Source: an optimization exercise on an open RTL-to-GDS flow (aim: small area, a short achievable clock period and few clock cycles). Production flows keep margins and buffers that such runs may drop.
At most, simulation tests tie the RTL to the original design; equivalence was not proved.
Only the layout flow was run in run 2; the RTL was not checked for function there.
Power is estimated from default activity; no workload was simulated.

==> flow/design.v <==
`default_nettype none
package isp_pkg;
    localparam int BEATS_PER_PIC  = 192;
    localparam int PIX_PER_BEAT   = 16;
    localparam int PLANE_BEATS    = 64;
    localparam int WIN_SIZE       = 6;
    localparam int WIN_FIRST_ROW  = 13;
    localparam int WIN_FIRST_COL  = 13;
    localparam int EXPO_SHIFT     = 10;
    localparam int RESULT_LATENCY = 16;
    typedef logic [7:0]   pixel_t;
    typedef logic [127:0] beat_t;
    typedef logic [7:0]   beat_idx_t;
    typedef logic [1:0]   ratio_t;
    typedef logic [7:0]   result_t;
    typedef logic [13:0]  diff_sum_t;
endpackage
`default_nettype wire
`timescale 1ns/1ps
`default_nettype none
module isp_focus_contrast (
    input  logic       clk,
    input  logic       rst_n,
    input  logic       start,
    input  logic [7:0] t0,
    input  logic [7:0] t1,
    input  logic [7:0] t2,
    input  logic [7:0] n0,
    input  logic [7:0] u0,
    input  logic [7:0] u1,
    input  logic [7:0] u2,
    output logic       rot,
    output logic       done,
    output logic [1:0] res
);
    typedef enum logic [1:0] {
        PH_IDLE,
        PH_ROT,       
        PH_SETTLE,    
        PH_DIV        
    } phase_t;
    phase_t     phase;
    logic [1:0] pass;
    logic [3:0] e;            
    logic [3:0] cnt;
    logic       last_step;
    assign rot       = (phase == PH_ROT);
    assign last_step = (pass == 2'd2) && (e == 4'd9);
    always_ff @(posedge clk or negedge rst_n) begin
        if (!rst_n) begin
            phase <= PH_IDLE;
            done  <= 1'b0;
        end else begin
            done <= 1'b0;
            if (start) begin
                phase <= PH_ROT;
            end else begin
                case (phase)
                    PH_ROT:    if (last_step) phase <= PH_SETTLE;
                    PH_SETTLE: if (cnt == 4'd4) phase <= PH_DIV;
                    PH_DIV: begin
                        if (cnt == 4'd0) begin
                            phase <= PH_IDLE;
                            done  <= 1'b1;
                        end
                    end
                    default: ;
                endcase
            end
        end
    end
    logic [1:0] pass_n;
    logic [3:0] e_n;
    always_comb begin
        pass_n = pass;
        e_n    = e;
        if (start) begin
            pass_n = '0;
            e_n    = '0;
        end else if (rot) begin
            e_n = (e == 4'd11) ? 4'd0 : e + 4'd1;
            if (e == 4'd11) begin
                pass_n = pass + 2'd1;
            end
        end
    end
    always_ff @(posedge clk) begin
        pass <= pass_n;
        e    <= e_n;
        case (phase)
            PH_ROT:    cnt <= '0;
            PH_SETTLE: cnt <= (cnt == 4'd4) ? 4'd8 : cnt + 4'd1;
            PH_DIV:    cnt <= cnt - 4'd1;
            default: ;
        endcase
    end
    logic [2:0] rn;
    logic       hn;
    logic       r14, r13, r23, r2, r04;
    logic       vd  [2];
    logic       c4d [2];
    logic       c2d [2];
    logic [1:0] sel;          
    logic       val [2];
    logic       c4  [2];
    logic       c2  [2];
    logic [7:0] opa [2];
    logic [7:0] opb [2];
    assign rn  = e_n[3:1];
    assign hn  = e_n[0];
    assign r14 = (rn >= 3'd1) && (rn <= 3'd4);
    assign r13 = (rn >= 3'd1) && (rn <= 3'd3);
    assign r23 = (rn == 3'd2) || (rn == 3'd3);
    assign r2  = (rn == 3'd2);
    assign r04 = (rn <= 3'd4);
    always_comb begin
        case (pass_n)
            2'd0: begin
                vd[0] = 1'b1;  c4d[0] = hn && r14;   c2d[0] = 1'b0;
                vd[1] = 1'b1;  c4d[1] = !hn && r14;  c2d[1] = 1'b0;
            end
            2'd1: begin
                vd[0] = r04;   c4d[0] = hn && r13;   c2d[0] = hn && r2;
                vd[1] = !hn;   c4d[1] = !hn && r14;  c2d[1] = !hn && r23;
            end
            default: begin
                vd[0] = r04;   c4d[0] = r13;         c2d[0] = 1'b0;
                vd[1] = r04;   c4d[1] = !hn && r13;  c2d[1] = !hn && r2;
            end
        endcase
    end
    always_ff @(posedge clk) begin
        sel <= {pass_n == 2'd2, pass_n == 2'd1};
        for (int j = 0; j < 2; j++) begin
            val[j] <= vd[j];
            c4[j]  <= c4d[j];
            c2[j]  <= c2d[j];
        end
    end
    always_comb begin
        opa[0] = sel[1] ? t1 : t0;
        opb[0] = sel[1] ? u1 : (sel[0] ? u0 : t1);
        opa[1] = t2;
        opb[1] = sel[1] ? u2 : (sel[0] ? n0 : t1);
    end
    logic [8:0] sd  [2];
    logic [7:0] dq  [2];
    logic       iq  [2];
    logic       q4m [2];
    logic       q2m [2];
    always_comb begin
        for (int j = 0; j < 2; j++) begin
            sd[j] = {1'b0, opa[j]} + {1'b0, ~opb[j]};
        end
    end
    always_ff @(posedge clk) begin
        for (int j = 0; j < 2; j++) begin
            dq[j]  <= (rot && val[j]) ? (sd[j][7:0] ^ {8{!sd[j][8]}}) : 8'd0;
            iq[j]  <= rot && val[j] && sd[j][8];
            q4m[j] <= c4[j];
            q2m[j] <= c2[j];
        end
    end
    logic [13:0] s6, s4;
    logic [9:0]  s2;
    logic [2:0]  k6, k4;      
    logic [1:0]  k2;          
    logic [13:0] a6x, a6y, a4x, a4y;
    logic [9:0]  a2x;
    logic        a2i;
    logic [13:0] n6, n4;
    logic [9:0]  n2;
    logic [2:0]  m6, m4;
    logic [1:0]  m2;
    logic [13:0] cs6, cc6, cs4, cc4;
    logic [14:0] cy6, cy4;
    logic [10:0] cy2;
    logic [13:0] b6, b4;
    always_comb begin
        a6x = 14'(dq[0]);
        a6y = 14'(dq[1]);
        a4x = 14'(dq[0] & {8{q4m[0]}});
        a4y = 14'(dq[1] & {8{q4m[1]}});
        a2x = 10'((dq[0] & {8{q2m[0]}}) | (dq[1] & {8{q2m[1]}}));
        a2i = (iq[0] && q2m[0]) || (iq[1] && q2m[1]);
        for (int k = 0; k < 14; k++) begin
            cs6[k] = s6[k] ^ a6x[k] ^ a6y[k];
            cc6[k] = (s6[k] & a6x[k]) | (s6[k] & a6y[k]) | (a6x[k] & a6y[k]);
            b6[k]  = (k == 0) ? iq[0] : cc6[k == 0 ? 0 : k - 1];
        end
        cy6[0] = iq[1];
        for (int k = 0; k < 14; k++) begin
            n6[k]     = cs6[k] ^ b6[k] ^ cy6[k];
            cy6[k+1]  = (cs6[k] & b6[k]) | (cs6[k] & cy6[k]) | (b6[k] & cy6[k]);
            if (k == 3 || k == 7 || k == 11) begin
                m6[k/4]  = cy6[k+1];
                cy6[k+1] = k6[k/4];
            end
        end
        for (int k = 0; k < 14; k++) begin
            cs4[k] = s4[k] ^ a4x[k] ^ a4y[k];
            cc4[k] = (s4[k] & a4x[k]) | (s4[k] & a4y[k]) | (a4x[k] & a4y[k]);
            b4[k]  = (k == 0) ? (iq[0] && q4m[0]) : cc4[k == 0 ? 0 : k - 1];
        end
        cy4[0] = iq[1] && q4m[1];
        for (int k = 0; k < 14; k++) begin
            n4[k]     = cs4[k] ^ b4[k] ^ cy4[k];
            cy4[k+1]  = (cs4[k] & b4[k]) | (cs4[k] & cy4[k]) | (b4[k] & cy4[k]);
            if (k == 3 || k == 7 || k == 11) begin
                m4[k/4]  = cy4[k+1];
                cy4[k+1] = k4[k/4];
            end
        end
        cy2[0] = a2i;
        for (int k = 0; k < 10; k++) begin
            n2[k]    = s2[k] ^ a2x[k] ^ cy2[k];
            cy2[k+1] = (s2[k] & a2x[k]) | (s2[k] & cy2[k]) | (a2x[k] & cy2[k]);
            if (k == 3 || k == 7) begin
                m2[k/4]  = cy2[k+1];
                cy2[k+1] = k2[k/4];
            end
        end
    end
    always_ff @(posedge clk) begin
        if (start) begin
            s6 <= '0;
            s4 <= '0;
            s2 <= '0;
            k6 <= '0;
            k4 <= '0;
            k2 <= '0;
        end else begin
            s6 <= n6;
            s4 <= n4;
            s2 <= n2;
            k6 <= m6;
            k4 <= m4;
            k2 <= m2;
        end
    end
    logic [5:0] rem;           
    logic [6:0] rem2;
    logic       qb6, qb2, qb4;
    logic       eq26, gt26, eq46, gt46, eq24, gt24;
    assign qb2  = (cnt <= 4'd7) ? s2[cnt + 4'd2] : 1'b0;
    assign qb4  = s4[cnt + 4'd4];
    assign rem2 = {rem, s6[cnt]};
    assign qb6  = (rem2 >= 7'd36);
    always_ff @(posedge clk) begin
        if (phase == PH_SETTLE) begin
            rem  <= {1'b0, s6[13:9]};
            eq26 <= 1'b1;
            gt26 <= 1'b0;
            eq46 <= 1'b1;
            gt46 <= 1'b0;
            eq24 <= 1'b1;
            gt24 <= 1'b0;
        end else if (phase == PH_DIV) begin
            rem <= 6'(qb6 ? rem2 - 7'd36 : rem2);
            if (eq26 && qb2 != qb6) begin
                eq26 <= 1'b0;
                gt26 <= qb2;
            end
            if (eq46 && qb4 != qb6) begin
                eq46 <= 1'b0;
                gt46 <= qb4;
            end
            if (eq24 && qb2 != qb4) begin
                eq24 <= 1'b0;
                gt24 <= qb2;
            end
        end
    end
    always_comb begin
        if ((eq24 || gt24) && (eq26 || gt26)) begin
            res = 2'd0;
        end else if (eq46 || gt46) begin
            res = 2'd1;
        end else begin
            res = 2'd2;
        end
    end
endmodule
`default_nettype wire
`timescale 1ns/1ps
`default_nettype none
module isp_exposure_acc (
    input  logic          clk,
    input  logic [127:0]  x,
    output logic [10:0]   sa,
    output logic [10:0]   sb
);
    logic s1;
    logic c2;
    logic s3;
    logic c4;
    logic s5;
    logic c6;
    logic s7;
    logic c8;
    logic s9;
    logic c10;
    logic s11;
    logic c12;
    logic s13;
    logic c14;
    logic s15;
    logic c16;
    logic s17;
    logic c18;
    logic s19;
    logic c20;
    logic s21;
    logic c22;
    logic s23;
    logic c24;
    logic s25;
    logic c26;
    logic s27;
    logic c28;
    logic s29;
    logic c30;
    logic s31;
    logic c32;
    logic s33;
    logic c34;
    logic s35;
    logic c36;
    logic s37;
    logic c38;
    logic s39;
    logic c40;
    logic s41;
    logic c42;
    logic s43;
    logic c44;
    logic s45;
    logic c46;
    logic s47;
    logic c48;
    logic s49;
    logic c50;
    logic s51;
    logic c52;
    logic s53;
    logic c54;
    logic s55;
    logic c56;
    logic s57;
    logic c58;
    logic s59;
    logic c60;
    logic s61;
    logic c62;
    logic s63;
    logic c64;
    logic s65;
    logic c66;
    logic s67;
    logic c68;
    logic s69;
    logic c70;
    logic s71;
    logic c72;
    logic s73;
    logic c74;
    logic s75;
    logic c76;
    logic s77;
    logic c78;
    logic s79;
    logic c80;
    logic s81;
    logic c82;
    logic s83;
    logic c84;
    logic s85;
    logic c86;
    logic s87;
    logic c88;
    logic s89;
    logic c90;
    logic s91;
    logic c92;
    logic s93;
    logic c94;
    logic s95;
    logic c96;
    logic s97;
    logic c98;
    logic s99;
    logic c100;
    logic s101;
    logic c102;
    logic s103;
    logic c104;
    logic s105;
    logic c106;
    logic s107;
    logic c108;
    logic s109;
    logic c110;
    logic s111;
    logic c112;
    logic s113;
    logic c114;
    logic s115;
    logic c116;
    logic s117;
    logic c118;
    logic s119;
    logic c120;
    logic s121;
    logic c122;
    logic s123;
    logic c124;
    logic s125;
    logic c126;
    logic s127;
    logic c128;
    logic q129;
    logic q130;
    logic q131;
    logic q132;
    logic q133;
    logic q134;
    logic q135;
    logic q136;
    logic q137;
    logic q138;
    logic q139;
    logic q140;
    logic q141;
    logic q142;
    logic q143;
    logic q144;
    logic q145;
    logic q146;
    logic q147;
    logic q148;
    logic q149;
    logic q150;
    logic q151;
    logic q152;
    logic q153;
    logic q154;
    logic q155;
    logic q156;
    logic q157;
    logic q158;
    logic q159;
    logic q160;
    logic q161;
    logic q162;
    logic q163;
    logic q164;
    logic q165;
    logic q166;
    logic q167;
    logic q168;
    logic q169;
    logic q170;
    logic q171;
    logic q172;
    logic q173;
    logic q174;
    logic q175;
    logic q176;
    logic q177;
    logic q178;
    logic q179;
    logic q180;
    logic q181;
    logic q182;
    logic q183;
    logic q184;
    logic q185;
    logic q186;
    logic q187;
    logic q188;
    logic q189;
    logic q190;
    logic q191;
    logic q192;
    logic s193;
    logic c194;
    logic s195;
    logic c196;
    logic s197;
    logic c198;
    logic s199;
    logic c200;
    logic s201;
    logic c202;
    logic s203;
    logic c204;
    logic s205;
    logic c206;
    logic s207;
    logic c208;
    logic s209;
    logic c210;
    logic s211;
    logic c212;
    logic s213;
    logic c214;
    logic s215;
    logic c216;
    logic s217;
    logic c218;
    logic s219;
    logic c220;
    logic s221;
    logic c222;
    logic s223;
    logic c224;
    logic s225;
    logic c226;
    logic s227;
    logic c228;
    logic s229;
    logic c230;
    logic s231;
    logic c232;
    logic s233;
    logic c234;
    logic s235;
    logic c236;
    logic s237;
    logic c238;
    logic s239;
    logic c240;
    logic s241;
    logic c242;
    logic s243;
    logic c244;
    logic s245;
    logic c246;
    logic s247;
    logic c248;
    logic s249;
    logic c250;
    logic s251;
    logic c252;
    logic s253;
    logic c254;
    logic s255;
    logic c256;
    logic s257;
    logic c258;
    logic s259;
    logic c260;
    logic s261;
    logic c262;
    logic s263;
    logic c264;
    logic s265;
    logic c266;
    logic s267;
    logic c268;
    logic s269;
    logic c270;
    logic s271;
    logic c272;
    logic s273;
    logic c274;
    logic s275;
    logic c276;
    logic s277;
    logic c278;
    logic s279;
    logic c280;
    logic s281;
    logic c282;
    assign s1 = x[0] ^ x[8] ^ x[16];
    assign c2 = (x[0] & x[8]) | (x[0] & x[16]) | (x[8] & x[16]);
    assign s3 = x[24] ^ x[32] ^ x[40];
    assign c4 = (x[24] & x[32]) | (x[24] & x[40]) | (x[32] & x[40]);
    assign s5 = x[48] ^ x[56] ^ x[64];
    assign c6 = (x[48] & x[56]) | (x[48] & x[64]) | (x[56] & x[64]);
    assign s7 = x[72] ^ x[80] ^ x[88];
    assign c8 = (x[72] & x[80]) | (x[72] & x[88]) | (x[80] & x[88]);
    assign s9 = x[96] ^ x[104] ^ x[112];
    assign c10 = (x[96] & x[104]) | (x[96] & x[112]) | (x[104] & x[112]);
    assign s11 = x[1] ^ x[9] ^ x[17];
    assign c12 = (x[1] & x[9]) | (x[1] & x[17]) | (x[9] & x[17]);
    assign s13 = x[25] ^ x[33] ^ x[41];
    assign c14 = (x[25] & x[33]) | (x[25] & x[41]) | (x[33] & x[41]);
    assign s15 = x[49] ^ x[57] ^ x[65];
    assign c16 = (x[49] & x[57]) | (x[49] & x[65]) | (x[57] & x[65]);
    assign s17 = x[73] ^ x[81] ^ x[89];
    assign c18 = (x[73] & x[81]) | (x[73] & x[89]) | (x[81] & x[89]);
    assign s19 = x[97] ^ x[105] ^ x[113];
    assign c20 = (x[97] & x[105]) | (x[97] & x[113]) | (x[105] & x[113]);
    assign s21 = x[2] ^ x[10] ^ x[18];
    assign c22 = (x[2] & x[10]) | (x[2] & x[18]) | (x[10] & x[18]);
    assign s23 = x[26] ^ x[34] ^ x[42];
    assign c24 = (x[26] & x[34]) | (x[26] & x[42]) | (x[34] & x[42]);
    assign s25 = x[50] ^ x[58] ^ x[66];
    assign c26 = (x[50] & x[58]) | (x[50] & x[66]) | (x[58] & x[66]);
    assign s27 = x[74] ^ x[82] ^ x[90];
    assign c28 = (x[74] & x[82]) | (x[74] & x[90]) | (x[82] & x[90]);
    assign s29 = x[98] ^ x[106] ^ x[114];
    assign c30 = (x[98] & x[106]) | (x[98] & x[114]) | (x[106] & x[114]);
    assign s31 = x[3] ^ x[11] ^ x[19];
    assign c32 = (x[3] & x[11]) | (x[3] & x[19]) | (x[11] & x[19]);
    assign s33 = x[27] ^ x[35] ^ x[43];
    assign c34 = (x[27] & x[35]) | (x[27] & x[43]) | (x[35] & x[43]);
    assign s35 = x[51] ^ x[59] ^ x[67];
    assign c36 = (x[51] & x[59]) | (x[51] & x[67]) | (x[59] & x[67]);
    assign s37 = x[75] ^ x[83] ^ x[91];
    assign c38 = (x[75] & x[83]) | (x[75] & x[91]) | (x[83] & x[91]);
    assign s39 = x[99] ^ x[107] ^ x[115];
    assign c40 = (x[99] & x[107]) | (x[99] & x[115]) | (x[107] & x[115]);
    assign s41 = x[4] ^ x[12] ^ x[20];
    assign c42 = (x[4] & x[12]) | (x[4] & x[20]) | (x[12] & x[20]);
    assign s43 = x[28] ^ x[36] ^ x[44];
    assign c44 = (x[28] & x[36]) | (x[28] & x[44]) | (x[36] & x[44]);
    assign s45 = x[52] ^ x[60] ^ x[68];
    assign c46 = (x[52] & x[60]) | (x[52] & x[68]) | (x[60] & x[68]);
    assign s47 = x[76] ^ x[84] ^ x[92];
    assign c48 = (x[76] & x[84]) | (x[76] & x[92]) | (x[84] & x[92]);
    assign s49 = x[100] ^ x[108] ^ x[116];
    assign c50 = (x[100] & x[108]) | (x[100] & x[116]) | (x[108] & x[116]);
    assign s51 = x[5] ^ x[13] ^ x[21];
    assign c52 = (x[5] & x[13]) | (x[5] & x[21]) | (x[13] & x[21]);
    assign s53 = x[29] ^ x[37] ^ x[45];
    assign c54 = (x[29] & x[37]) | (x[29] & x[45]) | (x[37] & x[45]);
    assign s55 = x[53] ^ x[61] ^ x[69];
    assign c56 = (x[53] & x[61]) | (x[53] & x[69]) | (x[61] & x[69]);
    assign s57 = x[77] ^ x[85] ^ x[93];
    assign c58 = (x[77] & x[85]) | (x[77] & x[93]) | (x[85] & x[93]);
    assign s59 = x[101] ^ x[109] ^ x[117];
    assign c60 = (x[101] & x[109]) | (x[101] & x[117]) | (x[109] & x[117]);
    assign s61 = x[6] ^ x[14] ^ x[22];
    assign c62 = (x[6] & x[14]) | (x[6] & x[22]) | (x[14] & x[22]);
    assign s63 = x[30] ^ x[38] ^ x[46];
    assign c64 = (x[30] & x[38]) | (x[30] & x[46]) | (x[38] & x[46]);
    assign s65 = x[54] ^ x[62] ^ x[70];
    assign c66 = (x[54] & x[62]) | (x[54] & x[70]) | (x[62] & x[70]);
    assign s67 = x[78] ^ x[86] ^ x[94];
    assign c68 = (x[78] & x[86]) | (x[78] & x[94]) | (x[86] & x[94]);
    assign s69 = x[102] ^ x[110] ^ x[118];
    assign c70 = (x[102] & x[110]) | (x[102] & x[118]) | (x[110] & x[118]);
    assign s71 = x[7] ^ x[15] ^ x[23];
    assign c72 = (x[7] & x[15]) | (x[7] & x[23]) | (x[15] & x[23]);
    assign s73 = x[31] ^ x[39] ^ x[47];
    assign c74 = (x[31] & x[39]) | (x[31] & x[47]) | (x[39] & x[47]);
    assign s75 = x[55] ^ x[63] ^ x[71];
    assign c76 = (x[55] & x[63]) | (x[55] & x[71]) | (x[63] & x[71]);
    assign s77 = x[79] ^ x[87] ^ x[95];
    assign c78 = (x[79] & x[87]) | (x[79] & x[95]) | (x[87] & x[95]);
    assign s79 = x[103] ^ x[111] ^ x[119];
    assign c80 = (x[103] & x[111]) | (x[103] & x[119]) | (x[111] & x[119]);
    assign s81 = s1 ^ s3 ^ s5;
    assign c82 = (s1 & s3) | (s1 & s5) | (s3 & s5);
    assign s83 = s7 ^ s9 ^ x[120];
    assign c84 = (s7 & s9) | (s7 & x[120]) | (s9 & x[120]);
    assign s85 = s11 ^ s13 ^ s15;
    assign c86 = (s11 & s13) | (s11 & s15) | (s13 & s15);
    assign s87 = s17 ^ s19 ^ x[121];
    assign c88 = (s17 & s19) | (s17 & x[121]) | (s19 & x[121]);
    assign s89 = c2 ^ c4 ^ c6;
    assign c90 = (c2 & c4) | (c2 & c6) | (c4 & c6);
    assign s91 = s21 ^ s23 ^ s25;
    assign c92 = (s21 & s23) | (s21 & s25) | (s23 & s25);
    assign s93 = s27 ^ s29 ^ x[122];
    assign c94 = (s27 & s29) | (s27 & x[122]) | (s29 & x[122]);
    assign s95 = c12 ^ c14 ^ c16;
    assign c96 = (c12 & c14) | (c12 & c16) | (c14 & c16);
    assign s97 = s31 ^ s33 ^ s35;
    assign c98 = (s31 & s33) | (s31 & s35) | (s33 & s35);
    assign s99 = s37 ^ s39 ^ x[123];
    assign c100 = (s37 & s39) | (s37 & x[123]) | (s39 & x[123]);
    assign s101 = c22 ^ c24 ^ c26;
    assign c102 = (c22 & c24) | (c22 & c26) | (c24 & c26);
    assign s103 = s41 ^ s43 ^ s45;
    assign c104 = (s41 & s43) | (s41 & s45) | (s43 & s45);
    assign s105 = s47 ^ s49 ^ x[124];
    assign c106 = (s47 & s49) | (s47 & x[124]) | (s49 & x[124]);
    assign s107 = c32 ^ c34 ^ c36;
    assign c108 = (c32 & c34) | (c32 & c36) | (c34 & c36);
    assign s109 = s51 ^ s53 ^ s55;
    assign c110 = (s51 & s53) | (s51 & s55) | (s53 & s55);
    assign s111 = s57 ^ s59 ^ x[125];
    assign c112 = (s57 & s59) | (s57 & x[125]) | (s59 & x[125]);
    assign s113 = c42 ^ c44 ^ c46;
    assign c114 = (c42 & c44) | (c42 & c46) | (c44 & c46);
    assign s115 = s61 ^ s63 ^ s65;
    assign c116 = (s61 & s63) | (s61 & s65) | (s63 & s65);
    assign s117 = s67 ^ s69 ^ x[126];
    assign c118 = (s67 & s69) | (s67 & x[126]) | (s69 & x[126]);
    assign s119 = c52 ^ c54 ^ c56;
    assign c120 = (c52 & c54) | (c52 & c56) | (c54 & c56);
    assign s121 = s71 ^ s73 ^ s75;
    assign c122 = (s71 & s73) | (s71 & s75) | (s73 & s75);
    assign s123 = s77 ^ s79 ^ x[127];
    assign c124 = (s77 & s79) | (s77 & x[127]) | (s79 & x[127]);
    assign s125 = c62 ^ c64 ^ c66;
    assign c126 = (c62 & c64) | (c62 & c66) | (c64 & c66);
    assign s127 = c72 ^ c74 ^ c76;
    assign c128 = (c72 & c74) | (c72 & c76) | (c74 & c76);
    assign s193 = q131 ^ q132 ^ q133;
    assign c194 = (q131 & q132) | (q131 & q133) | (q132 & q133);
    assign s195 = q134 ^ q135 ^ q136;
    assign c196 = (q134 & q135) | (q134 & q136) | (q135 & q136);
    assign s197 = q138 ^ q139 ^ q140;
    assign c198 = (q138 & q139) | (q138 & q140) | (q139 & q140);
    assign s199 = q141 ^ q142 ^ q143;
    assign c200 = (q141 & q142) | (q141 & q143) | (q142 & q143);
    assign s201 = q146 ^ q147 ^ q148;
    assign c202 = (q146 & q147) | (q146 & q148) | (q147 & q148);
    assign s203 = q149 ^ q150 ^ q151;
    assign c204 = (q149 & q150) | (q149 & q151) | (q150 & q151);
    assign s205 = q154 ^ q155 ^ q156;
    assign c206 = (q154 & q155) | (q154 & q156) | (q155 & q156);
    assign s207 = q157 ^ q158 ^ q159;
    assign c208 = (q157 & q158) | (q157 & q159) | (q158 & q159);
    assign s209 = q162 ^ q163 ^ q164;
    assign c210 = (q162 & q163) | (q162 & q164) | (q163 & q164);
    assign s211 = q165 ^ q166 ^ q167;
    assign c212 = (q165 & q166) | (q165 & q167) | (q166 & q167);
    assign s213 = q170 ^ q171 ^ q172;
    assign c214 = (q170 & q171) | (q170 & q172) | (q171 & q172);
    assign s215 = q173 ^ q174 ^ q175;
    assign c216 = (q173 & q174) | (q173 & q175) | (q174 & q175);
    assign s217 = q178 ^ q179 ^ q180;
    assign c218 = (q178 & q179) | (q178 & q180) | (q179 & q180);
    assign s219 = q181 ^ q182 ^ q183;
    assign c220 = (q181 & q182) | (q181 & q183) | (q182 & q183);
    assign s221 = q186 ^ q187 ^ q188;
    assign c222 = (q186 & q187) | (q186 & q188) | (q187 & q188);
    assign s223 = q189 ^ q190 ^ q191;
    assign c224 = (q189 & q190) | (q189 & q191) | (q190 & q191);
    assign s225 = s193 ^ s195 ^ q137;
    assign c226 = (s193 & s195) | (s193 & q137) | (s195 & q137);
    assign s227 = s197 ^ s199 ^ q144;
    assign c228 = (s197 & s199) | (s197 & q144) | (s199 & q144);
    assign s229 = q145 ^ c194 ^ c196;
    assign c230 = (q145 & c194) | (q145 & c196) | (c194 & c196);
    assign s231 = s201 ^ s203 ^ q152;
    assign c232 = (s201 & s203) | (s201 & q152) | (s203 & q152);
    assign s233 = q153 ^ c198 ^ c200;
    assign c234 = (q153 & c198) | (q153 & c200) | (c198 & c200);
    assign s235 = s205 ^ s207 ^ q160;
    assign c236 = (s205 & s207) | (s205 & q160) | (s207 & q160);
    assign s237 = q161 ^ c202 ^ c204;
    assign c238 = (q161 & c202) | (q161 & c204) | (c202 & c204);
    assign s239 = s209 ^ s211 ^ q168;
    assign c240 = (s209 & s211) | (s209 & q168) | (s211 & q168);
    assign s241 = q169 ^ c206 ^ c208;
    assign c242 = (q169 & c206) | (q169 & c208) | (c206 & c208);
    assign s243 = s213 ^ s215 ^ q176;
    assign c244 = (s213 & s215) | (s213 & q176) | (s215 & q176);
    assign s245 = q177 ^ c210 ^ c212;
    assign c246 = (q177 & c210) | (q177 & c212) | (c210 & c212);
    assign s247 = s217 ^ s219 ^ q184;
    assign c248 = (s217 & s219) | (s217 & q184) | (s219 & q184);
    assign s249 = q185 ^ c214 ^ c216;
    assign c250 = (q185 & c214) | (q185 & c216) | (c214 & c216);
    assign s251 = s221 ^ s223 ^ c218;
    assign c252 = (s221 & s223) | (s221 & c218) | (s223 & c218);
    assign s253 = q192 ^ c222 ^ c224;
    assign c254 = (q192 & c222) | (q192 & c224) | (c222 & c224);
    assign s255 = s227 ^ s229 ^ c226;
    assign c256 = (s227 & s229) | (s227 & c226) | (s229 & c226);
    assign s257 = s231 ^ s233 ^ c228;
    assign c258 = (s231 & s233) | (s231 & c228) | (s233 & c228);
    assign s259 = s235 ^ s237 ^ c232;
    assign c260 = (s235 & s237) | (s235 & c232) | (s237 & c232);
    assign s261 = s239 ^ s241 ^ c236;
    assign c262 = (s239 & s241) | (s239 & c236) | (s241 & c236);
    assign s263 = s243 ^ s245 ^ c240;
    assign c264 = (s243 & s245) | (s243 & c240) | (s245 & c240);
    assign s265 = s247 ^ s249 ^ c244;
    assign c266 = (s247 & s249) | (s247 & c244) | (s249 & c244);
    assign s267 = s251 ^ c220 ^ c248;
    assign c268 = (s251 & c220) | (s251 & c248) | (c220 & c248);
    assign s269 = s257 ^ c230 ^ c256;
    assign c270 = (s257 & c230) | (s257 & c256) | (c230 & c256);
    assign s271 = s259 ^ c234 ^ c258;
    assign c272 = (s259 & c234) | (s259 & c258) | (c234 & c258);
    assign s273 = s261 ^ c238 ^ c260;
    assign c274 = (s261 & c238) | (s261 & c260) | (c238 & c260);
    assign s275 = s263 ^ c242 ^ c262;
    assign c276 = (s263 & c242) | (s263 & c262) | (c242 & c262);
    assign s277 = s265 ^ c246 ^ c264;
    assign c278 = (s265 & c246) | (s265 & c264) | (c246 & c264);
    assign s279 = s267 ^ c250 ^ c266;
    assign c280 = (s267 & c250) | (s267 & c266) | (c250 & c266);
    assign s281 = s253 ^ c252 ^ c268;
    assign c282 = (s253 & c252) | (s253 & c268) | (c252 & c268);
    always_ff @(posedge clk) begin
        q129 <= s81;
        q130 <= s83;
        q131 <= s85;
        q132 <= s87;
        q133 <= s89;
        q134 <= c8;
        q135 <= c10;
        q136 <= c82;
        q137 <= c84;
        q138 <= s91;
        q139 <= s93;
        q140 <= s95;
        q141 <= c18;
        q142 <= c20;
        q143 <= c86;
        q144 <= c88;
        q145 <= c90;
        q146 <= s97;
        q147 <= s99;
        q148 <= s101;
        q149 <= c28;
        q150 <= c30;
        q151 <= c92;
        q152 <= c94;
        q153 <= c96;
        q154 <= s103;
        q155 <= s105;
        q156 <= s107;
        q157 <= c38;
        q158 <= c40;
        q159 <= c98;
        q160 <= c100;
        q161 <= c102;
        q162 <= s109;
        q163 <= s111;
        q164 <= s113;
        q165 <= c48;
        q166 <= c50;
        q167 <= c104;
        q168 <= c106;
        q169 <= c108;
        q170 <= s115;
        q171 <= s117;
        q172 <= s119;
        q173 <= c58;
        q174 <= c60;
        q175 <= c110;
        q176 <= c112;
        q177 <= c114;
        q178 <= s121;
        q179 <= s123;
        q180 <= s125;
        q181 <= c68;
        q182 <= c70;
        q183 <= c116;
        q184 <= c118;
        q185 <= c120;
        q186 <= s127;
        q187 <= c78;
        q188 <= c80;
        q189 <= c122;
        q190 <= c124;
        q191 <= c126;
        q192 <= c128;
        sa <= {c254, s281, s279, s277, s275, s273, s271, s269, s255, s225, q129};
        sb <= {c282, c280, c278, c276, c274, c272, c270, 1'b0, 1'b0, 1'b0, q130};
    end
endmodule
`default_nettype wire
`timescale 1ns/1ps
`default_nettype none
module isp_top (
    input  logic             clk,
    input  logic             rst_n,
    input  logic             in_valid,
    input  logic             in_mode,
    input  isp_pkg::ratio_t  in_ratio_mode,
    input  logic             pix_valid,
    input  isp_pkg::beat_t   pix_data,
    output logic             busy,
    output logic             out_valid,
    output isp_pkg::result_t out_data
);
    logic [7:0] bcnt;       
    logic       mode_q;
    logic [1:0] ratio_q;
    logic       busy_q;
    logic       rmode;      
    logic [1:0] rratio;
    logic       last0;
    assign last0 = pix_valid && (bcnt == 8'd191);
    always_ff @(posedge clk or negedge rst_n) begin
        if (!rst_n) begin
            bcnt    <= '0;
            mode_q  <= 1'b0;
            ratio_q <= '0;
            busy_q  <= 1'b0;
            rmode   <= 1'b0;
            rratio  <= '0;
        end else begin
            if (in_valid) begin
                bcnt    <= '0;
                mode_q  <= in_mode;
                ratio_q <= in_ratio_mode;
                busy_q  <= 1'b1;
            end else if (pix_valid) begin
                bcnt <= last0 ? 8'd0 : bcnt + 8'd1;
                if (last0) begin
                    busy_q <= 1'b0;
                end
            end
            if (last0) begin
                rmode  <= mode_q;
                rratio <= ratio_q;
            end
        end
    end
    assign busy = busy_q;
    logic red0, green0, blue0, wrow0;
    assign red0   = (bcnt[7:6] == 2'd0);
    assign green0 = (bcnt[7:6] == 2'd1);
    assign blue0  = (bcnt[7:6] == 2'd2);
    assign wrow0  = (bcnt[5:0] >= 6'd26) && (bcnt[5:0] <= 6'd37);
    logic       sat;
    logic [3:0] colmask0;
    logic [7:0] bcnt_n;
    logic [1:0] ratio_n;
    logic       mode_n;
    logic [3:0] thr_n;
    logic [127:0] xbits;
    assign bcnt_n  = in_valid ? 8'd0 : (pix_valid ? (last0 ? 8'd0 : bcnt + 8'd1) : bcnt);
    assign ratio_n = in_valid ? in_ratio_mode : ratio_q;
    assign mode_n  = in_valid ? in_mode : mode_q;
    assign thr_n   = (bcnt_n[7:6] == 2'd1) ? 4'(3 - ratio_n) : 4'(4 - ratio_n);
    always_ff @(posedge clk) begin
        sat <= mode_n && (ratio_n == 2'd3);
        for (int j = 0; j < 4; j++) begin
            colmask0[j] <= (4'(j) >= thr_n);
        end
    end
    always_comb begin
        for (int i = 0; i < 16; i++) begin
            for (int j = 0; j < 7; j++) begin
                xbits[8*i + j] = (j >= 4 || colmask0[j % 4]) && (pix_data[8*i + j] || (sat && pix_data[8*i + 7]));
            end
            xbits[8*i + 7] = !sat && pix_data[8*i + 7];
        end
    end
    logic [10:0] sa, sb;
    isp_exposure_acc i_tree (
        .clk (clk),
        .x   (xbits),
        .sa  (sa),
        .sb  (sb)
    );
    logic        v1, v2, e3;
    logic        first1, first2, last1, last2, g1, g2;
    logic [18:0] acc;     
    always_ff @(posedge clk or negedge rst_n) begin
        if (!rst_n) begin
            v1    <= 1'b0;
            v2    <= 1'b0;
            last1 <= 1'b0;
            last2 <= 1'b0;
            e3    <= 1'b0;
        end else begin
            v1    <= pix_valid;
            v2    <= v1;
            last1 <= last0;
            last2 <= last1;
            e3    <= v2 && last2;
        end
    end
    always_ff @(posedge clk) begin
        first1 <= pix_valid && (bcnt == 8'd0);
        first2 <= first1;
        g1     <= green0;
        g2     <= g1;
        acc <= (first2 ? 19'd0 : acc)
             + (!v2 ? 19'd0 : g2 ? 19'(sa) : 19'(sa[10:1]))
             + (!v2 ? 19'd0 : g2 ? 19'(sb) : 19'(sb[10:1]));
    end
    logic [7:0] expo_res;
    always_comb begin
        case (rratio)
            2'd0:    expo_res = {2'b0, acc[18:13]};
            2'd1:    expo_res = {1'b0, acc[18:12]};
            2'd2:    expo_res = acc[18:11];
            default: expo_res = acc[17:10];
        endcase
    end
    logic       wv1, wred1, wend1;
    logic [6:0] wp1 [3];
    always_ff @(posedge clk or negedge rst_n) begin
        if (!rst_n) begin
            wv1    <= 1'b0;
            wend1  <= 1'b0;
        end else begin
            wv1    <= pix_valid && !mode_q && wrow0;
            wend1  <= pix_valid && !mode_q && blue0 && (bcnt[5:0] == 6'd37);
        end
    end
    always_ff @(posedge clk) begin
        wred1 <= red0;
        for (int j = 0; j < 3; j++) begin
            if (bcnt[0]) begin
                wp1[j] <= green0 ? pix_data[8*j + 1 +: 7] : {1'b0, pix_data[8*j + 2 +: 6]};
            end else begin
                wp1[j] <= green0 ? pix_data[8*(13 + j) + 1 +: 7] : {1'b0, pix_data[8*(13 + j) + 2 +: 6]};
            end
        end
    end
    logic [7:0] ch [3][12];
    logic       pact;         
    logic       chain_en;
    assign chain_en = wv1 || pact;
    always_ff @(posedge clk) begin
        if (chain_en) begin
            for (int j = 0; j < 3; j++) begin
                ch[j][0] <= (wred1 && wv1 ? 8'd0 : ch[j][11]) + (wv1 ? 8'(wp1[j]) : 8'd0);
                for (int k = 1; k < 12; k++) begin
                    ch[j][k] <= ch[j][k-1];
                end
            end
        end
    end
    logic       fdone_p;
    logic [1:0] fres;
    isp_focus_contrast i_contrast (
        .clk   (clk),
        .rst_n (rst_n),
        .start (wv1 && wend1),
        .t0    (ch[0][11]),
        .t1    (ch[1][11]),
        .t2    (ch[2][11]),
        .n0    (ch[0][10]),
        .u0    (ch[0][9]),
        .u1    (ch[1][9]),
        .u2    (ch[2][9]),
        .rot   (pact),
        .done  (fdone_p),
        .res   (fres)
    );
    logic pend, fire, fdone;
    assign fire = (e3 || pend) && (rmode || fdone);
    always_ff @(posedge clk or negedge rst_n) begin
        if (!rst_n) begin
            pend      <= 1'b0;
            fdone     <= 1'b0;
            out_valid <= 1'b0;
            out_data  <= '0;
        end else begin
            pend      <= !fire && (pend || e3);
            fdone     <= !fire && (fdone || fdone_p);
            out_valid <= fire;
            out_data  <= fire ? (rmode ? expo_res : {6'd0, fres}) : 8'd0;
        end
    end
endmodule
`default_nettype wire
==> flow/flow/run.sh <==
#!/bin/bash
# The standard layout (standard.sh), with plain buffers (buf_1) on the
# ports instead of the delay buffers buffer_ports picks by default.
set -euo pipefail
mkdir -p logs
export BUFFER_PORTS_ARGS="-buffer_cell sky130_fd_sc_hd__buf_1"
bash standard.sh > logs/standard.log 2>&1
==> flow/standard.sh <==
#!/bin/bash
# synth_recipe.tcl (not shown) runs the flow's synth.tcl, then flattens the netlist and writes it again
# the make line also repeats each setting of config.mk as NAME=value (left out here)
make -C /OpenROAD-flow-scripts/flow DESIGN_CONFIG=/design/flow/config.mk WORK_HOME=/design/flow/orfs CLKGATE_MAP_FILE= SYNTH_SCRIPT=/design/flow/synth_recipe.tcl "${@:-finish}"
==> flow/config.mk <==
export PLATFORM = sky130hd
export DESIGN_NAME = isp_top
export DESIGN_NICKNAME = isp_top
export VERILOG_FILES = /design/flow/design.v
export SDC_FILE = /design/flow/constraint.sdc
export NUM_CORES = 4
export LEC_CHECK = 0
export ABC_AREA = 1
export CAP_MARGIN = 20
export CORE_MARGIN = 2
export CORE_UTILIZATION = 60
export CTS_CLUSTER_DIAMETER = 80
export CTS_CLUSTER_SIZE = 30
export SETUP_SLACK_MARGIN = 5
export SLEW_MARGIN = 20
==> flow/constraint.sdc <==
create_clock -name core_clock -period 8.0 [get_ports {clk}]
set_input_delay 1.6000 -clock core_clock [delete_from_list [all_inputs] [get_ports {clk}]]
set_output_delay 1.6000 -clock core_clock [all_outputs]
set_load 0.01 [all_outputs]
==> results of run 1 <==
## sequential cells by signal, summed over array words and instances (netlist names), 4 cells and up
signal	flops
i_contrast.s6	14
i_tree.sa	11
i_contrast.s4	14
i_contrast.dq	16
colmask0	4
ch	288
acc	19
i_contrast.s2	10
bcnt	8
i_contrast.rem	6
i_contrast.e	4
i_contrast.cnt	4
out_data	8
i_tree.sb	8
wp1	21
## how the worst max path moves through the flow
stage,startpoint,endpoint,slack [ns]
after floorplan,i_contrast.phase[0],ch[0][0],4.83
after global routing,v2,acc[11],4.89
after CTS,v2,acc[11],4.92
final,pix_data[111],i_tree.q130,5.09
after detailed placement,pix_data[15],i_tree.q138,4.49
after global placement,pix_data[111],i_tree.q130,4.50
## cell families (layout without fill, tap and decap cells)
logic type / Yosys count / in the layout
flops: 555 / 555
simple gates: 732 / 732
fa+ha+maj: 244 / 244
buf+inv: 461 / 623
compound gates: 273 / 273
xor+xnor: 62 / 62
mux: 2 / 2
## per-stage QoR
stage / setup slack, ns / area (um^2) / total power (uW) / hold WS [ns] / util [%]
floorplan: 4.828 / 25460 / 4476 / 0.3096 / -
global placement: 4.505 / 26550 / 4876 / 0.3121 / 63.28
detailed placement: 4.494 / 26550 / 4950 / 0.3138 / 63.28
CTS: 4.922 / 27600 / 6673 / 0.3343 / 65.79
global route: 4.887 / 27710 / 7040 / 0.3447 / 66.06
finish: 5.094 / 27710 / 6614 / 0.3358 / 66.06
## placed cells by master (no fill, tap or decap), types with 14 or more instances in the layout
| cell type | instances |
|---|---|
| inv_1 | 394 |
| nand2_1 | 350 |
| edfxtp_1 | 297 |
| nor2_1 | 262 |
| dfxtp_1 | 217 |
| fa_1 | 166 |
| buf_1 | 143 |
| a21oi_1 | 92 |
| o21ai_0 | 90 |
| ha_1 | 76 |
| nand3_1 | 58 |
| xor2_1 | 40 |
| dfrtp_1 | 34 |
| clkbuf_16 | 29 |
| o22ai_1 | 26 |
| xnor2_1 | 22 |
| inv_2 | 14 |
## worst register-to-register path, cell delays in order, from the launching register on
cell and delay, ns:
dfxtp_1 0.97, nand2_1 0.39, inv_1 0.28, nor2_1 0.06, nor2_1 0.13, fa_1 0.47
fa_1 0.45
## metal layers
| layer | global-route usage [%] | part of all wire (%) | vias up |
|---|---|---|---|
| li1 | - | - | 7708 |
| met1 | 33.92 | 46 | 7463 |
| met2 | 38.84 | 46 | 392 |
| met3 | 3.903 | 5.6 | 80 |
| met4 | 6.603 | 2.4 | 0 |
| met5 | 0 | 0 | - |
## power by group through the flow
stage | clock network [uW] | registers, uW | logic (uW)
2_1_floorplan | 0 | 3350 | 1130
3_3_place_gp | 0 | 3390 | 1480
3_5_place_dp | 0 | 3400 | 1550
4_1_cts | 1780 | 3330 | 1560
5_1_grt | 1880 | 3350 | 1810
6_report | 1730 | 3330 | 1550
## repair_timing
action	in CTS	in global routing
gates resized for setup	9	24
buffers inserted	1	3
hold endpoints to repair	0	0
pin swaps	1	1
endpoints found under the setup margin	37	105
gates cloned	1	1
## layout make-up
cell class	count	area, um^2
sequential	555	14280
fill	3320	14240
multi-input combinational	1313	9520
inverter	414	1565
clock buffer	35	758.2
tap	539	674.4
timing repair buffer	154	633.1
clock inverter	18	269.0
timing repair inverter	2	12.51
==> impl_metrics.prom, run 1 <==
# TYPE chip_impl_metric gauge
chip_impl_info{name="status",value="no timing/DRC/antenna violations"} 1
chip_impl_metric{name="power_frac_comb",unit="%"} 23.4
chip_impl_metric{name="p_sw_share",unit="%"} 29.71
chip_impl_info{name="tritoncts_clock_tree",value="yes"} 1
chip_impl_metric{name="total_count_of_hold_check_failures_in_the_final_report",unit=""} 0
chip_impl_metric{name="maxcap_viol_count",unit=""} 0
chip_impl_metric{name="tns",unit="ns"} 0
chip_impl_metric{name="grt_first_pass_wirelength",unit="mm"} 82.42
chip_impl_metric{name="clock_sink_count",unit=""} 555
chip_impl_info{name="netlist_top_cells_count",value="401 x inv_1, 352 x nand2_1, 297 x edfxtp_1, 263 x nor2_1, 222 x dfxtp_1"} 1
chip_impl_metric{name="seqPwrFrac",unit="%"} 50.4
chip_impl_metric{name="finalWorstPathRequiredPeriod",unit="ns"} 2.906
chip_impl_info{name="reg2reg_capture_point",value="i_tree.q130"} 1
chip_impl_metric{name="syn_area",unit="um^2"} 25450
chip_impl_metric{name="drcViolationCount",unit=""} 0
chip_impl_info{name="master_cell_of_the_clock_root_buffer",value="clkbuf_16"} 1
chip_impl_info{name="timing.hold.worst.start",value="i_contrast.c4[1]"} 1
chip_impl_metric{name="synth_compound_gate_area_share",unit="%"} 6.141
chip_impl_metric{name="cp_slowest_stage_delay",unit="ns"} 0.47
chip_impl_metric{name="synth_edf_count",unit=""} 297
chip_impl_metric{name="cts-root-to-sink-buffers",unit=""} 3
chip_impl_metric{name="antenna_found_initial",unit=""} 0
chip_impl_metric{name="route.final.wire_length",unit="mm"} 51.47
chip_impl_metric{name="place.gp.congestion",unit=""} 0.9658
chip_impl_info{name="ys.flop_type",value="edfxtp_1"} 1
chip_impl_metric{name="die_area",unit="um^2"} 44070
chip_impl_metric{name="detail-route-antenna-nets",unit=""} 0
chip_impl_metric{name="setup_viol",unit=""} 0
chip_impl_metric{name="max_slew.worst_pin.slew",unit="ns"} 0.9685
chip_impl_info{name="critPathKind",value="primary input to flop"} 1
chip_impl_info{name="largest_area_contributor_in_the_synthesized_netlist",value="edfxtp_1"} 1
chip_impl_metric{name="number_of_diodes",unit=""} 0
chip_impl_metric{name="clock_latency_at_the_later_pin_of_the_worst_skew_pair",unit="ns"} 0.59
chip_impl_metric{name="synth.yosys.warnings",unit=""} 20
chip_impl_metric{name="hold-path-cell-count",unit=""} 0
chip_impl_metric{name="area_growth_syn_to_layout",unit="%"} 8.895
chip_impl_metric{name="starting_density_of_the_core",unit="%"} 60.67
chip_impl_info{name="grt_setup_unrepaired",value="true"} 1
chip_impl_metric{name="timing.critical_path.depth",unit=""} 7
chip_impl_metric{name="rows",unit=""} 75
chip_impl_metric{name="p_per_area",unit="nW/um^2"} 238.7
chip_impl_metric{name="power.share.clock",unit="%"} 26.2
chip_impl_metric{name="power.switching",unit="uW"} 1965
chip_impl_metric{name="post_synth_xor_area_fraction",unit="%"} 2.134
chip_impl_metric{name="syn_avg_cell_area",unit="um^2"} 10.93
chip_impl_metric{name="grt_max_degree",unit=""} 152
chip_impl_info{name="end_kind",value="flop"} 1
chip_impl_metric{name="mappedNetlistNets",unit=""} 2708
chip_impl_metric{name="asyncSetResetFlopFracSynth",unit="%"} 6.486
chip_impl_metric{name="synth_top_area_share",unit="%"} 35.05
chip_impl_info{name="synth_top_family_by_area",value="adder cells"} 1
chip_impl_metric{name="post_route_cells_drive_above_1_share",unit="%"} 5.259
chip_impl_info{name="top_cells_by_area_synth",value="edfxtp_1 35%, dfxtp_1 17%, fa_1 13%, inv_1 5.9%, nand2_1 5.2%"} 1
chip_impl_metric{name="internal_power",unit="uW"} 4649
chip_impl_info{name="timing.hold.worst.class",value="flop to flop"} 1
chip_impl_metric{name="ys_seq_area_share",unit="%"} 56.05
chip_impl_metric{name="die_height",unit="um"} 209.9
chip_impl_metric{name="first_global_vias",unit=""} 16121
chip_impl_metric{name="dr.pass1.iters",unit=""} 5
chip_impl_metric{name="layout.cells.non_filler",unit=""} 3030
chip_impl_metric{name="yosys-mux-area-fraction",unit="%"} 0.07867
chip_impl_info{name="crit_path_cell_trace",value="buf_1 > nand2_1 > inv_1 > nor2_1 > nor2_1 > fa_1 > fa_1"} 1
chip_impl_metric{name="pin_count",unit=""} 145
chip_impl_info{name="worst_r2r_startpoint",value="sat"} 1
chip_impl_metric{name="synth-seq-cells",unit=""} 555
chip_impl_metric{name="cts_hold_buf",unit=""} 0
chip_impl_metric{name="placed_cells_incl_taps",unit=""} 2971
chip_impl_metric{name="critical_path_maximum_fanout",unit=""} 4
chip_impl_metric{name="grt_overflow_total",unit=""} 0
chip_impl_metric{name="synth_cells",unit=""} 2329
chip_impl_metric{name="clk_pin_slew_worst_paths",unit="ns"} 0.10
chip_impl_metric{name="dpl.hpwl",unit="mm"} 39.76
chip_impl_metric{name="synth.lib_cells_used.distinct",unit=""} 57
chip_impl_metric{name="timing.fmax",unit="GHz"} 0.3441
chip_impl_info{name="critPathLaunchType",value="primary input"} 1
chip_impl_metric{name="final.period_utilization",unit="%"} 36.32
chip_impl_metric{name="buffer_ports.inserted",unit=""} 144
chip_impl_metric{name="cp.required",unit="ns"} 8.47
chip_impl_metric{name="grt_overall_usage",unit="%"} 23.93
chip_impl_metric{name="final_max_slew_viol_count",unit=""} 0
chip_impl_metric{name="post_synthesis_simple_gate_area_fraction",unit="%"} 11.83
chip_impl_metric{name="cts_made_buffers",unit=""} 29
chip_impl_metric{name="timing.critical_path.arrival",unit="ns"} 3.38
chip_impl_metric{name="detail_route.wl_per_cell",unit="um"} 16.99
chip_impl_info{name="hold-path-endpoint",value="i_contrast.q4m[1]"} 1
chip_impl_metric{name="cts_h_tree_depth",unit=""} 1
chip_impl_metric{name="dr_total_vias",unit=""} 15643
chip_impl_info{name="critPathSlowestCell",value="fa_1"} 1
chip_impl_metric{name="adder_and_majority_cell_fraction_of_the_synthesized_area",unit="%"} 16.89
chip_impl_metric{name="crit_buf_inv",unit=""} 2
chip_impl_metric{name="ir_drop",unit="V"} 0.0001572
chip_impl_info{name="dominant_cell_by_count_in_the_synthesized_netlist",value="inv_1"} 1
chip_impl_metric{name="die-width",unit="um"} 209.9
chip_impl_metric{name="fin_skew",unit="ns"} 0.02289
chip_impl_info{name="crit_family",value="adder cells"} 1
chip_impl_metric{name="r2r_slack",unit="ns"} 5.13
chip_impl_metric{name="vias_per_cell",unit=""} 5.163
chip_impl_metric{name="nNetsFinal",unit=""} 2848
chip_impl_metric{name="power_leakage",unit="uW"} 0.01189
chip_impl_metric{name="number_of_design_rule_violations_left_by_the_first_detailed_router_iteration",unit=""} 1245
chip_impl_metric{name="core_region_area",unit="um^2"} 41950
chip_impl_metric{name="relative_slew_margins",unit="%"} 35.34
chip_impl_metric{name="worst_r2r_path_depth",unit=""} 6
Testbench counts, summed over its fixed seeds: cycles 18,626.
==> inputs of run 2 (changes only) <==
--- a/flow/design.v
+++ b/flow/design.v
@@ -92,5 +92,5 @@
             PH_SETTLE: cnt <= (cnt == 4'd4) ? 4'd8 : cnt + 4'd1;
             PH_DIV:    cnt <= cnt - 4'd1;
-            default: ;
+            default:   cnt <= '0;
         endcase
     end
@@ -248,6 +248,10 @@
     assign qb6  = (rem2 >= 7'd36);
     always_ff @(posedge clk) begin
-        if (phase == PH_SETTLE) begin
+        if (phase != PH_DIV) begin
             rem  <= {1'b0, s6[13:9]};
+        end else begin
+            rem <= 6'(qb6 ? rem2 - 7'd36 : rem2);
+        end
+        if (phase == PH_SETTLE) begin
             eq26 <= 1'b1;
             gt26 <= 1'b0;
@@ -257,5 +261,4 @@
             gt24 <= 1'b0;
         end else if (phase == PH_DIV) begin
-            rem <= 6'(qb6 ? rem2 - 7'd36 : rem2);
             if (eq26 && qb2 != qb6) begin
                 eq26 <= 1'b0;
@@ -885,26 +888,22 @@
     always_ff @(posedge clk or negedge rst_n) begin
         if (!rst_n) begin
+            busy_q <= 1'b0;
+        end else if (in_valid) begin
+            busy_q <= 1'b1;
+        end else if (last0) begin
+            busy_q <= 1'b0;
+        end
+    end
+    always_ff @(posedge clk) begin
+        if (in_valid) begin
             bcnt    <= '0;
-            mode_q  <= 1'b0;
-            ratio_q <= '0;
-            busy_q  <= 1'b0;
-            rmode   <= 1'b0;
-            rratio  <= '0;
-        end else begin
-            if (in_valid) begin
-                bcnt    <= '0;
-                mode_q  <= in_mode;
-                ratio_q <= in_ratio_mode;
-                busy_q  <= 1'b1;
-            end else if (pix_valid) begin
-                bcnt <= last0 ? 8'd0 : bcnt + 8'd1;
-                if (last0) begin
-                    busy_q <= 1'b0;
-                end
-            end
-            if (last0) begin
-                rmode  <= mode_q;
-                rratio <= ratio_q;
-            end
+            mode_q  <= in_mode;
+            ratio_q <= in_ratio_mode;
+        end else if (pix_valid) begin
+            bcnt <= last0 ? 8'd0 : bcnt + 8'd1;
+        end
+        if (last0) begin
+            rmode  <= mode_q;
+            rratio <= ratio_q;
         end
     end
@@ -954,16 +953,16 @@
             v1    <= 1'b0;
             v2    <= 1'b0;
-            last1 <= 1'b0;
-            last2 <= 1'b0;
             e3    <= 1'b0;
         end else begin
             v1    <= pix_valid;
             v2    <= v1;
-            last1 <= last0;
-            last2 <= last1;
             e3    <= v2 && last2;
         end
     end
     always_ff @(posedge clk) begin
+        last1 <= last0;
+        last2 <= last1;
+    end
+    always_ff @(posedge clk) begin
         first1 <= pix_valid && (bcnt == 8'd0);
         first2 <= first1;
@@ -988,12 +987,11 @@
         if (!rst_n) begin
             wv1    <= 1'b0;
-            wend1  <= 1'b0;
         end else begin
             wv1    <= pix_valid && !mode_q && wrow0;
-            wend1  <= pix_valid && !mode_q && blue0 && (bcnt[5:0] == 6'd37);
         end
     end
     always_ff @(posedge clk) begin
         wred1 <= red0;
+        wend1 <= blue0 && (bcnt[5:0] == 6'd37);
         for (int j = 0; j < 3; j++) begin
             if (bcnt[0]) begin
==> flow/flow/run.sh (replaced) <==
#!/bin/bash
# The standard layout (standard.sh), with plain buffers (buf_1) on the
# ports instead of the delay buffers buffer_ports picks by default, and
# timing repair aimed at a setup slack of 5 ns.
set -euo pipefail
mkdir -p logs
export BUFFER_PORTS_ARGS="-buffer_cell sky130_fd_sc_hd__buf_1"
bash standard.sh SETUP_SLACK_MARGIN=5 finish > logs/standard.log 2>&1
==> run 2 against run 1 <==
  * Worst setup slack better by 0.018 ns
  * Synthesized cell count up 0.94%
  * Largest power group unchanged
  * Register-to-register slack improved by 0.02 ns
  * Via count is 2.4% higher
  * Critical endpoint is now i_tree.q143
  * Wire length up 3.0%
==> impl_metrics.prom, run 2 <==
# TYPE chip_impl_metric gauge
chip_impl_info{name="status",value="no timing/DRC/antenna violations"} 1
chip_impl_metric{name="asyncSetResetFlopFracSynth",unit="%"} 3.423
chip_impl_info{name="grt_setup_unrepaired",value="true"} 1
chip_impl_metric{name="synth_cells",unit=""} 2351
chip_impl_metric{name="grt_max_degree",unit=""} 72
chip_impl_info{name="layout.cells.most_common",value="inv_1"} 1
chip_impl_metric{name="synth_top_area_share",unit="%"} 34.46
chip_impl_metric{name="max_ffs_per_register",unit=""} 288
chip_impl_metric{name="number_of_diodes",unit=""} 0
chip_impl_metric{name="detail-route-antenna-nets",unit=""} 0
chip_impl_metric{name="fillers",unit=""} 3299
chip_impl_metric{name="route.final.wire_length",unit="mm"} 53.02
chip_impl_metric{name="cts_hold_buf",unit=""} 0
chip_impl_info{name="netlist_top_cells_count",value="394 x inv_1, 374 x nand2_1, 291 x edfxtp_1, 268 x nor2_1, 245 x dfxtp_1"} 1
chip_impl_info{name="critPathKind",value="primary input to flop"} 1
chip_impl_metric{name="critical_path_maximum_fanout",unit=""} 7
chip_impl_info{name="top_regs",value="ch x288, wp1 x21, acc x19"} 1
chip_impl_metric{name="core_region_area",unit="um^2"} 41850
chip_impl_metric{name="power.total",unit="uW"} 6761
chip_impl_info{name="top_cells_by_area_synth",value="edfxtp_1 34%, dfxtp_1 19%, fa_1 13%, inv_1 5.8%, nand2_1 5.5%"} 1
chip_impl_info{name="max_flop_register",value="ch"} 1
chip_impl_info{name="largest_area_contributor_in_the_synthesized_netlist",value="edfxtp_1"} 1
chip_impl_metric{name="ys_seq_area_share",unit="%"} 55.68
chip_impl_metric{name="antenna_found_initial",unit=""} 0
chip_impl_metric{name="vias_per_cell",unit=""} 5.238
chip_impl_metric{name="relative_slew_margins",unit="%"} 35.01
chip_impl_metric{name="post_route_cells_drive_above_1_share",unit="%"} 5.878
chip_impl_metric{name="setup_viol",unit=""} 0
chip_impl_metric{name="ir_drop",unit="V"} 0.0002341
chip_impl_metric{name="nNetsFinal",unit=""} 2876
chip_impl_metric{name="clock_latency_at_the_later_pin_of_the_worst_skew_pair",unit="ns"} 0.60
chip_impl_info{name="critPathLaunchType",value="primary input"} 1
chip_impl_metric{name="finalWorstPathRequiredPeriod",unit="ns"} 2.888
chip_impl_metric{name="first_global_vias",unit=""} 16012
chip_impl_metric{name="ff_latch_area",unit="um^2"} 14130
chip_impl_info{name="ys.flop_type",value="edfxtp_1"} 1
chip_impl_metric{name="die_height",unit="um"} 209.6
chip_impl_metric{name="die_area",unit="um^2"} 43920
chip_impl_metric{name="dr_total_vias",unit=""} 16012
chip_impl_metric{name="grt_overflow_total",unit=""} 0
chip_impl_metric{name="maxcap_viol_count",unit=""} 0
chip_impl_metric{name="starting_density_of_the_core",unit="%"} 60.59
chip_impl_metric{name="dpl.hpwl",unit="mm"} 40.89
chip_impl_metric{name="grt_first_pass_wirelength",unit="mm"} 83.41
chip_impl_metric{name="buffer_ports.inserted",unit=""} 144
chip_impl_info{name="timing.hold.worst.class",value="flop to flop"} 1
chip_impl_metric{name="cp.required",unit="ns"} 8.46
chip_impl_metric{name="total_count_of_hold_check_failures_in_the_final_report",unit=""} 0
chip_impl_metric{name="drcViolationCount",unit=""} 0
chip_impl_metric{name="cts-root-to-sink-buffers",unit=""} 3
chip_impl_metric{name="synth-seq-cells",unit=""} 555
chip_impl_metric{name="detail_route.wl_per_cell",unit="um"} 17.34
chip_impl_metric{name="clock_sink_count",unit=""} 555
chip_impl_metric{name="syn_avg_cell_area",unit="um^2"} 10.79
chip_impl_info{name="most-common-layout-cells",value="387 x inv_1, 372 x nand2_1, 291 x edfxtp_1"} 1
chip_impl_metric{name="max_slew.worst_pin.slew",unit="ns"} 0.9735
chip_impl_metric{name="fin_skew",unit="ns"} 0.01702
chip_impl_metric{name="final.period_utilization",unit="%"} 36.11
chip_impl_metric{name="grt_overall_usage",unit="%"} 24.48
chip_impl_metric{name="synth.yosys.warnings",unit=""} 20
chip_impl_metric{name="cts_made_buffers",unit=""} 28
chip_impl_metric{name="syn_area",unit="um^2"} 25360
chip_impl_metric{name="clk_pin_slew_worst_paths",unit="ns"} 0.10
chip_impl_metric{name="final_max_slew_viol_count",unit=""} 0
chip_impl_metric{name="power_leakage",unit="uW"} 0.01189
chip_impl_metric{name="tns",unit="ns"} 0
chip_impl_metric{name="multi_input_comb_area",unit="um^2"} 9612
chip_impl_info{name="dominant_cell_by_count_in_the_synthesized_netlist",value="inv_1"} 1
chip_impl_metric{name="area_growth_syn_to_layout",unit="%"} 9.059
chip_impl_metric{name="p_per_area",unit="nW/um^2"} 244.5
chip_impl_metric{name="synth.lib_cells_used.distinct",unit=""} 52
chip_impl_info{name="master_cell_of_the_clock_root_buffer",value="clkbuf_16"} 1
chip_impl_metric{name="mappedNetlistNets",unit=""} 2731
chip_impl_metric{name="pin_count",unit=""} 145
chip_impl_metric{name="cts_h_tree_depth",unit=""} 1
chip_impl_info{name="end_kind",value="flop"} 1
chip_impl_metric{name="die-width",unit="um"} 209.6
chip_impl_info{name="tritoncts_clock_tree",value="yes"} 1
chip_impl_metric{name="place.gp.congestion",unit=""} 0.9274
chip_impl_metric{name="synth_edf_count",unit=""} 291
chip_impl_metric{name="timing.critical_path.arrival",unit="ns"} 3.35
chip_impl_metric{name="rows",unit=""} 75
chip_impl_metric{name="timing.fmax",unit="GHz"} 0.3462
chip_impl_metric{name="dr.pass1.iters",unit=""} 5
chip_impl_metric{name="number_of_design_rule_violations_left_by_the_first_detailed_router_iteration",unit=""} 1215
[run 2: cell count changes after synthesis, sizes merged, moves of 8 or more]
cell	previous run	this run
o22ai	30	17
nand2	359	379
inv	411	401
dfxtp	222	245
dfrtp	36	19
a21oi	94	108
o21ai	103	111
[run 2: worst paths after layout]
path                                      to              from  slack [ns]  cells past startpoint
max                              i_tree.q143      pix_data[23]        5.11                      5
min                        i_contrast.q4m[0]  i_contrast.c4[0]        0.33                      0
max reg2reg                          acc[17]                v2        5.15                     13
min reg2reg                i_contrast.q4m[0]  i_contrast.c4[0]        0.33                      0
max in group asynchronous                 v2             rst_n        6.64                      1
min in group asynchronous        out_data[7]             rst_n        0.96                      1
[run 2: metal layers]
metal,share of wire [%],vias up,track usage [%]
met5,0,-,0
met4,3.0,0,6.652
met3,5.6,83,3.082
met2,48,429,41.17
met1,44,7723,34.09
li1,-,7777,-
[run 2: timing repair]
item,in CTS,in global routing
setup endpoints to repair,148,43
pin swaps,1,0
gates cloned,2,2
setup buffers,0,8
gates resized for setup,10,28
[run 2: logic make-up after synthesis]
| kind of cell | share of synthesized area (%) |
|---|---|
| AO/OA/AOI/OAI | 6.044 |
| XOR/XNOR | 1.865 |
| adder cells (fa/ha/maj) | 17.00 |
| buffers and inverters | 6.794 |
| flip-flops | 55.68 |
| multiplexers | 0.07895 |
| AND/OR/NAND/NOR | 12.54 |
[run 2: metrics by stage]
| step | cells | instance area (um^2) | utilization (%) | hold slack, ns | setup slack, ns |
|---|---|---|---|---|---|
| final | 3057 | 27660 | 66.08 | 0.3318 | 5.112 |
| after global routing | 3057 | 27660 | 66.08 | 0.3390 | 4.831 |
| after CTS | 3047 | 27490 | 65.69 | 0.3352 | 5.011 |
| after detailed placement | 2993 | 26440 | 63.17 | 0.3121 | 4.437 |
| after global placement | 2993 | 26440 | 63.17 | 0.3126 | 4.411 |
| after floorplan | 2351 | 25380 | - | 0.3096 | 4.818 |
[run 2: where the power goes]
group	switching (uW)	internal [uW]
Sequential	127	3210
Clock	976	784
Combinational	938	725
Total	2040	4720
[run 2: worst max-delay path, cell delays in order]
cell and delay [ns]:
buf_1 0.21, nand2_1 0.31, a21oi_1 0.27, fa_1 0.47, fa_1 0.50
[run 2: final cells by class]
cell class,instances,share of cell area (%)
clock buffers,34,2.805
inverters,404,5.538
flip-flops and latches,555,51.11
repair buffers,159,2.389
clock inverters,18,0.8913
well taps,539,2.439
repair inverters,3,0.07239
multi-input cells,1345,34.76

==> separate check: timing with driven ports <==
How much do the figures lean on ideal ports? The routed layouts below were timed once more, with nothing changed but the port constraints.
Step 1: set_driving_cell puts a clkbuf_16 on clk and a buf_2 on each other input, an assumption about the parent block.
Step 2 also shifts input and output timing later by t, the mid clock arrival at the registers, as if the neighbouring blocks saw the same clock.
Three values: ideal, step 1, step 2; two values: the first two.
run | t, ns | setup WS [ns] | slew at the worst register clock pin (ns)
run 1 | 0.633 | 5.094 / 5.115 / 4.483 | 0.11 / 0.11
run 2 | 0.653 | 5.112 / 5.142 / 4.490 | 0.11 / 0.11
After both steps setup and hold are still met in every run listed. The setup slack of run 2, which loses most, moves by +0.030 ns with the drivers and by -0.622 ns with both steps.
